From an optimization exercise on the open Yosys and OpenROAD flow, aimed at a short achievable clock period and few clock cycles; shortcuts taken in it are not production practice. In this exercise RTL edits were held to simulation tests only and were not proved equivalent to the original. Power figures rest on the tool's default switching activity, not on a simulated workload.

==> job 2961: inputs <==
## cpu_top
module cpu_top #(
    parameter int IMEM_ADDR_W = 12,
    parameter int DMEM_ADDR_W = 12
) (
    input  logic                   clk,
    input  logic                   reset,
    output logic [IMEM_ADDR_W-1:0] imem_addr,
    input  cpu_pkg::word_t         imem_data,
    output logic                   wb_cyc,
    output logic                   wb_stb,
    output logic                   wb_we,
    output logic [DMEM_ADDR_W-1:0] wb_adr,
    output cpu_pkg::word_t         wb_dat_o,
    input  cpu_pkg::word_t         wb_dat_i,
    input  logic                   wb_ack
);
    localparam int QD = 4;    
    logic [11:0] pc_lo;
    logic [19:0] pc_hi;
    logic [3:0]  adj_imm;
    logic        adj_c;
    logic [15:0] bp;
    logic        fd_valid;
    logic [31:0] fd_instr;
    logic [31:0] fd_pc;       
    logic        fd_pred;     
    logic [5:0]  fd_bidx;     
    logic [31:0] fd_need;     
    logic [4:0]  fd_rs;       
    logic [4:0]  fd_r2;       
    logic [31:0] fd_rs_val;   
    logic [31:0] fd_rt_val;
    logic [31:0] fd_rd_val;
    logic [4:0]  fd_dest;     
    logic        fd_wx;       
    logic        fd_lw;
    logic        fd_sw;
    logic        fd_bne;
    logic        fd_rtype;
    logic        fd_sub;
    logic        fd_arith;
    logic        fd_and;
    logic        fd_or;
    logic        fd_sll;
    logic        fd_sra;
    logic        fd_jal;
    logic        dx_valid;
    logic        dx_wx;
    logic [4:0]  dx_dest;
    logic        dx_mem;
    logic        dx_st;
    logic        dx_ldwb;     
    logic        dx_bne;
    logic        dx_pred;
    logic [5:0]  dx_bidx;
    logic [11:0] dx_rlo;
    logic [19:0] dx_rhi;
    logic [3:0]  dx_radj;
    logic        dx_rc;
    logic [31:0] dx_a;        
    logic [31:0] dx_b;        
    logic                   x_held;
    logic [DMEM_ADDR_W-1:0] dx_ab;
    logic [31:0]            dx_sd;
    logic [31:0] dx_bin;      
    logic [11:0] dx_imm;
    logic        dx_s_arith;
    logic        dx_sub;
    logic        dx_s_and;
    logic        dx_s_or;
    logic        dx_s_sll;
    logic        dx_s_sra;
    logic        dx_s_link;
    logic [4:0]  dx_shamt;
    logic [31:0] dx_pc1;
    logic        xr_we;
    logic [4:0]  xr_dest;
    logic [31:0] xr_val;
    logic        xr2_we;      
    logic [4:0]  xr2_dest;
    logic [31:0] xr2_val;
    logic        ldr_valid;
  ...
clock: 8.0 ns
lec_check: 0
cap_margin: 20
core_margin: 2
core_utilization: 30
place_density: 0.35
setup_slack_margin: 5
slew_margin: 20
run.sh (not shown) runs the stock make flow with config.mk's settings and CLKGATE_MAP_FILE= SYNTH_SCRIPT=/design/flow/synth_recipe.tcl, a recipe that flattens the netlist after the stock synthesis.
==> job 7394: changes against job 2961 <==
--- a/flow/design.v
+++ b/flow/design.v
@@ -93,24 +93,23 @@
 );
     localparam int QD = 4;    
     logic [11:0] pc_lo;
     logic [19:0] pc_hi;
     logic [3:0]  adj_imm;
     logic        adj_c;
-    logic [15:0] bp;
+    logic [63:0] bp;
     logic        fd_valid;
     logic [31:0] fd_instr;
     logic [31:0] fd_pc;       
     logic        fd_pred;     
     logic [5:0]  fd_bidx;     
     logic [31:0] fd_need;     
     logic [4:0]  fd_rs;       
     logic [4:0]  fd_r2;       
-    logic [31:0] fd_rs_val;   
-    logic [31:0] fd_rt_val;
-    logic [31:0] fd_rd_val;
+    logic [31:0] fd_rs_oh;    
+    logic [31:0] fd_r2_oh;
     logic [4:0]  fd_dest;     
     logic        fd_wx;       
     logic        fd_lw;
     logic        fd_sw;
     logic        fd_bne;
     logic        fd_rtype;
@@ -132,16 +131,15 @@
     logic [5:0]  dx_bidx;
     logic [11:0] dx_rlo;
     logic [19:0] dx_rhi;
     logic [3:0]  dx_radj;
     logic        dx_rc;
     logic [31:0] dx_a;        
+    logic [DMEM_ADDR_W-1:0] dx_ab;    
     logic [31:0] dx_b;        
-    logic                   x_held;
-    logic [DMEM_ADDR_W-1:0] dx_ab;
-    logic [31:0]            dx_sd;
+    logic [31:0] dx_bop;      
     logic [31:0] dx_bin;      
     logic [11:0] dx_imm;
     logic        dx_s_arith;
     logic        dx_sub;
     logic        dx_s_and;
     logic        dx_s_or;
@@ -150,21 +148,15 @@
     logic        dx_s_link;
     logic [4:0]  dx_shamt;
     logic [31:0] dx_pc1;
     logic        xr_we;
     logic [4:0]  xr_dest;
     logic [31:0] xr_val;
-    logic        xr2_we;      
-    logic [4:0]  xr2_dest;
-    logic [31:0] xr2_val;
     logic        ldr_valid;
     logic [4:0]  ldr_dest;
     logic [31:0] ldr_data;
-    logic        ldr2_valid;  
-    logic [4:0]  ldr2_dest;
-    logic [31:0] ldr2_data;
     logic [31:0] regs [1:31];
     logic [31:0] pending;     
     logic                   bh_valid;
     logic                   bh_we;
     logic [DMEM_ADDR_W-1:0] bh_adr;
     logic [31:0]            bh_dat;
@@ -189,14 +181,13 @@
     logic        f_pred;
     assign imem_addr = pc_lo;
     assign true_hi   = pc_hi + {{16{adj_imm[3]}}, adj_imm} + {19'd0, adj_c};
     assign f_op   = imem_data[31:27];
     assign f_jmp  = (f_op == 5'b00001) || (f_op == 5'b00011);
     assign f_bne  = (f_op == 5'b00010);
-    assign f_pred = (imem_data[21:17] != imem_data[26:22])
-                 && (imem_data[15] || bp[pc_lo[3:0]]);
+    assign f_pred = bp[pc_lo[5:0]];
     assign f_inc  = {1'b0, pc_lo} + 13'd1;
     assign f_bsum = {1'b0, pc_lo} + {1'b0, imem_data[11:0]} + 13'd1;
     logic [4:0]  f_rs, f_rt, f_rd, f_rs_n, f_r2_n, f_dest;
     logic [4:0]  f_aluop;
     logic        f_rtype, f_addi, f_lw, f_sw, f_jal;
     logic [31:0] f_need, f_rs_oh, f_r2_oh;
@@ -218,49 +209,32 @@
         f_rs_oh[0] = 1'b0;
         f_r2_oh = '0;
         f_r2_oh[f_r2_n] = 1'b1;
         f_r2_oh[0] = 1'b0;
         f_need = f_rs_oh | f_r2_oh;
     end
-    logic [31:0] f_rs_sel, f_rt_sel, f_rd_sel;
-    logic [31:0] f_rs_val, f_rt_val, f_rd_val;
-    always_comb begin
-        for (int i = 0; i < 32; i++) begin
-            f_rs_sel[i] = (f_rs == 5'(i)) && (i != 0);
-            f_rt_sel[i] = (f_rt == 5'(i)) && (i != 0);
-            f_rd_sel[i] = (f_rd == 5'(i)) && (i != 0);
-        end
-    end
+    logic [31:0] d_rf_rs, d_rf_r2, d_rs_val, d_r2_val;
+    logic        d_stall;
+    logic        d_fwd_a, d_fwd_b;
+    logic [31:0] d_imm;
     always_comb begin
-        f_rs_val = '0;
-        f_rt_val = '0;
-        f_rd_val = '0;
+        d_rf_rs = '0;
+        d_rf_r2 = '0;
         for (int i = 1; i < 32; i++) begin
-            f_rs_val = f_rs_val | (regs[i] & {32{f_rs_sel[i]}});
-            f_rt_val = f_rt_val | (regs[i] & {32{f_rt_sel[i]}});
-            f_rd_val = f_rd_val | (regs[i] & {32{f_rd_sel[i]}});
+            d_rf_rs = d_rf_rs | (regs[i] & {32{fd_rs_oh[i]}});
+            d_rf_r2 = d_rf_r2 | (regs[i] & {32{fd_r2_oh[i]}});
         end
     end
-    logic [31:0] d_rs_val, d_r2_val;
-    logic        d_stall;
-    logic        d_fwd_a, d_fwd_b;
-    logic [31:0] d_imm;
     logic        ack_ld;
     assign ack_ld = wb_ack && bh_valid && bh_ldwb;
-    logic [31:0] fd_r2_val;
-    assign fd_r2_val = fd_rtype ? fd_rt_val : fd_rd_val;
     assign d_rs_val = (xr_we && xr_dest == fd_rs) ? xr_val
                     : (ldr_valid && ldr_dest == fd_rs) ? ldr_data
-                    : (ack_ld && bh_dest == fd_rs) ? wb_dat_i
-                    : (xr2_we && xr2_dest == fd_rs) ? xr2_val
-                    : (ldr2_valid && ldr2_dest == fd_rs) ? ldr2_data : fd_rs_val;
+                    : (ack_ld && bh_dest == fd_rs) ? wb_dat_i : d_rf_rs;
     assign d_r2_val = (xr_we && xr_dest == fd_r2) ? xr_val
                     : (ldr_valid && ldr_dest == fd_r2) ? ldr_data
-                    : (ack_ld && bh_dest == fd_r2) ? wb_dat_i
-                    : (xr2_we && xr2_dest == fd_r2) ? xr2_val
-                    : (ldr2_valid && ldr2_dest == fd_r2) ? ldr2_data : fd_r2_val;
+                    : (ack_ld && bh_dest == fd_r2) ? wb_dat_i : d_rf_r2;
     assign d_fwd_a = dx_valid && dx_wx && (dx_dest == fd_rs);
     assign d_fwd_b = dx_valid && dx_wx && (dx_dest == fd_r2);
     logic [31:0] d_blk;
     logic        d_blk_any, d_blk_other;
     assign d_blk       = pending & fd_need;
     assign d_blk_any   = |d_blk;
@@ -275,22 +249,18 @@
     logic        x_taken;
     logic        redirect;
     logic        d_adv;
     assign x_sum33 = {dx_a, 1'b1} + {dx_bin, dx_sub};
     assign x_sum   = x_sum33[32:1];
     assign x_res = ({32{dx_s_arith}} & x_sum)
-                 | ({32{dx_s_and}}   & (dx_a & dx_b))
-                 | ({32{dx_s_or}}    & (dx_a | dx_b))
+                 | ({32{dx_s_and}}   & (dx_a & dx_bop))
+                 | ({32{dx_s_or}}    & (dx_a | dx_bop))
                  | ({32{dx_s_sll}}   & (dx_a << dx_shamt))
                  | ({32{dx_s_sra}}   & 32'($signed(dx_a) >>> dx_shamt))
                  | ({32{dx_s_link}}  & dx_pc1);
-    logic [DMEM_ADDR_W-1:0] x_base;
-    logic [31:0]            x_sd;
-    assign x_base = x_held ? dx_ab : dx_a[DMEM_ADDR_W-1:0];
-    assign x_sd   = x_held ? dx_sd : dx_b;
-    assign x_adr  = x_base + dx_imm[DMEM_ADDR_W-1:0];
+    assign x_adr = dx_ab + dx_imm[DMEM_ADDR_W-1:0];
     assign x_stall  = dx_valid && dx_mem && q_full;
     assign x_fire   = dx_valid && !x_stall;
     assign x_taken  = (dx_a != dx_b);
     assign redirect = dx_valid && dx_bne && (x_taken != dx_pred);
     assign d_adv    = !redirect && !x_stall && !d_stall;
     logic d_kill;
@@ -349,19 +319,19 @@
     assign bh_from_x = !bh_keep && q_empty;
     always_ff @(posedge clk) begin
         bh_we  <= (bh_keep & bh_we) | (bh_from_q & q_we[q_rptr]) | (bh_from_x & dx_st);
         bh_adr <= ({DMEM_ADDR_W{bh_keep}} & bh_adr) | ({DMEM_ADDR_W{bh_from_q}} & q_adr[q_rptr])
                 | ({DMEM_ADDR_W{bh_from_x}} & x_adr);
         bh_dat <= ({32{bh_keep}} & bh_dat) | ({32{bh_from_q}} & q_dat[q_rptr])
-                | ({32{bh_from_x}} & x_sd);
+                | ({32{bh_from_x}} & dx_b);
     end
     always_ff @(posedge clk) begin
         if (enq_q) begin
             q_we[q_wptr]   <= dx_st;
             q_adr[q_wptr]  <= x_adr;
-            q_dat[q_wptr]  <= x_sd;
+            q_dat[q_wptr]  <= dx_b;
             q_dest[q_wptr] <= dx_dest;
         end
         for (int i = 0; i < QD; i++) begin
             if (enq_q && q_wptr == 2'(i))
                 q_ldwb[i] <= dx_ldwb && !killed(dx_dest);
             else if (killed(q_dest[i]))
@@ -404,34 +374,25 @@
         end
     end
     always_ff @(posedge clk) begin
         if (reset)
             bp <= '1;
         else if (dx_valid && dx_bne)
-            bp[dx_bidx[3:0]] <= x_taken;
-    end
-    always_ff @(posedge clk) begin
-        if (!x_stall && !d_stall) begin
-            fd_rs_val <= f_rs_val;
-            fd_rt_val <= f_rt_val;
-            fd_rd_val <= f_rd_val;
-        end else begin
-            fd_rs_val <= d_rs_val;
-            fd_rt_val <= d_r2_val;
-            fd_rd_val <= d_r2_val;
-        end
+            bp[dx_bidx] <= x_taken;
     end
     always_ff @(posedge clk) begin
         if (!x_stall && !d_stall) begin
             fd_instr <= imem_data;
             fd_pc    <= {true_hi, pc_lo};
             fd_pred  <= f_pred;
-            fd_bidx  <= 6'(pc_lo[3:0]);
+            fd_bidx  <= pc_lo[5:0];
             fd_need  <= f_need;
             fd_rs    <= f_rs_n;
             fd_r2    <= f_r2_n;
+            fd_rs_oh <= f_rs_oh;
+            fd_r2_oh <= f_r2_oh;
             fd_dest  <= f_dest;
             fd_wx    <= (f_rtype | f_addi | f_jal) && (f_dest != 5'd0);
             fd_lw    <= f_lw;
             fd_sw    <= f_sw;
             fd_bne   <= f_bne;
             fd_rtype <= f_rtype;
@@ -499,53 +460,32 @@
             dx_bne     <= fd_bne;
             dx_pred    <= fd_pred;
             dx_bidx    <= fd_bidx;
             {dx_rc, dx_rlo} <= d_rsum;
             dx_rhi     <= fd_pc[31:12];
             dx_radj    <= fd_pred ? 4'd0 : fd_instr[15:12];
+            dx_ab      <= d_fwd_a ? x_res[DMEM_ADDR_W-1:0] : d_rs_val[DMEM_ADDR_W-1:0];
+            dx_b       <= d_b_fwd;
             dx_imm     <= fd_instr[11:0];
         end
     end
     always_ff @(posedge clk) begin
-        if (reset)
-            x_held <= 1'b0;
-        else
-            x_held <= x_stall;
-        if (!x_held) begin
-            dx_ab <= dx_a[DMEM_ADDR_W-1:0];
-            dx_sd <= dx_b;
-        end
-    end
-    always_ff @(posedge clk) begin
         dx_a       <= d_fwd_a ? x_res : d_rs_val;
-        dx_b       <= d_b_fwd;
+        dx_bop     <= fd_rtype ? d_b_fwd : d_imm;
         dx_bin     <= fd_rtype ? (fd_sub ? ~d_b_fwd : d_b_fwd) : d_imm;
         dx_s_arith <= fd_arith;
         dx_sub     <= fd_sub;
         dx_s_and   <= fd_and;
         dx_s_or    <= fd_or;
         dx_s_sll   <= fd_sll;
         dx_s_sra   <= fd_sra;
         dx_s_link  <= fd_jal;
         dx_shamt   <= fd_instr[11:7];
         dx_pc1     <= fd_pc + 32'd1;
     end
     always_ff @(posedge clk) begin
-        if (reset) begin
-            xr2_we     <= 1'b0;
-            ldr2_valid <= 1'b0;
-        end else begin
-            xr2_we     <= xr_we;
-            ldr2_valid <= ldr_valid;
-        end
-        xr2_dest  <= xr_dest;
-        xr2_val   <= xr_val;
-        ldr2_dest <= ldr_dest;
-        ldr2_data <= ldr_data;
-    end
-    always_ff @(posedge clk) begin
         if (reset)
             xr_we <= 1'b0;
         else
             xr_we <= x_fire && dx_wx;
         xr_dest <= dx_dest;
         xr_val  <= x_res;
==> qor summary <==
item	job 2961	job 7394
Commonest non-fill, non-tap cell in the layout	sky130_fd_sc_hd__dfxtp_1	sky130_fd_sc_hd__nor2_1
Utilization of the core after routing	39.01%	37.79%
Total power of the final layout	0.02967 W	0.02836 W
Sequential share of cell area	31.41%	34.52%
Mapped Area	0.1084 mm2	0.1009 mm2
Pwr Density	211.7 mW/mm2	223.5 mW/mm2
Area of the die	0.3661 mm2	0.3411 mm2
Initial antenna violation count	89	68
Largest vdd supply drop	0.2261 mV	0.2141 mV
Endpoint with the worst hold slack	dx_s_link	dx_s_and
Fraction of the mapped netlist area in compound gates	25.02%	22.13%
Result of the run	no timing/DRC/antenna violations	no timing/DRC/antenna violations
Count of buffers not belonging to the clock network in the layout	1,357	1,051
Wire length the detailed router placed on met1	302.2 mm	279.4 mm
Testbench counts of job 2961, summed over its fixed seeds: cycles 39,477.
Testbench counts of job 7394, summed over its fixed seeds: cycles 39,438.

## port drivers added, routing unchanged
Ports are ideal in the flow. The routed layouts listed here were re-timed in OpenROAD.
Step 1 (the two cells are an assumption about what drives the block):
set clk [get_ports {clk}]
set_driving_cell -lib_cell sky130_fd_sc_hd__clkbuf_16 $clk
set_driving_cell -lib_cell sky130_fd_sc_hd__buf_2 [delete_from_list [all_inputs] $clk]
Step 2 times the ports against the registers' clock, not the clock port: input delays grow and output delays shrink by t, the midpoint of the rising clock arrivals with the driver on.
Three values: no drivers, after step 1, after step 2; two values: the first two.
| run | t (ns) | setup slack, ns | worst data-port slew with drivers (ns) |
|---|---|---|---|
| job 2961 | 1.104 | 4.545 / 4.545 / 3.444 | 0.43 |
| job 7394 | 1.075 | 4.308 / 4.308 / 3.858 | 0.22 |
After both steps setup and hold are still met in every run listed. For job 2961, which loses most, drivers alone change the setup slack by 0.000 ns; drivers and shift together by -1.101 ns.
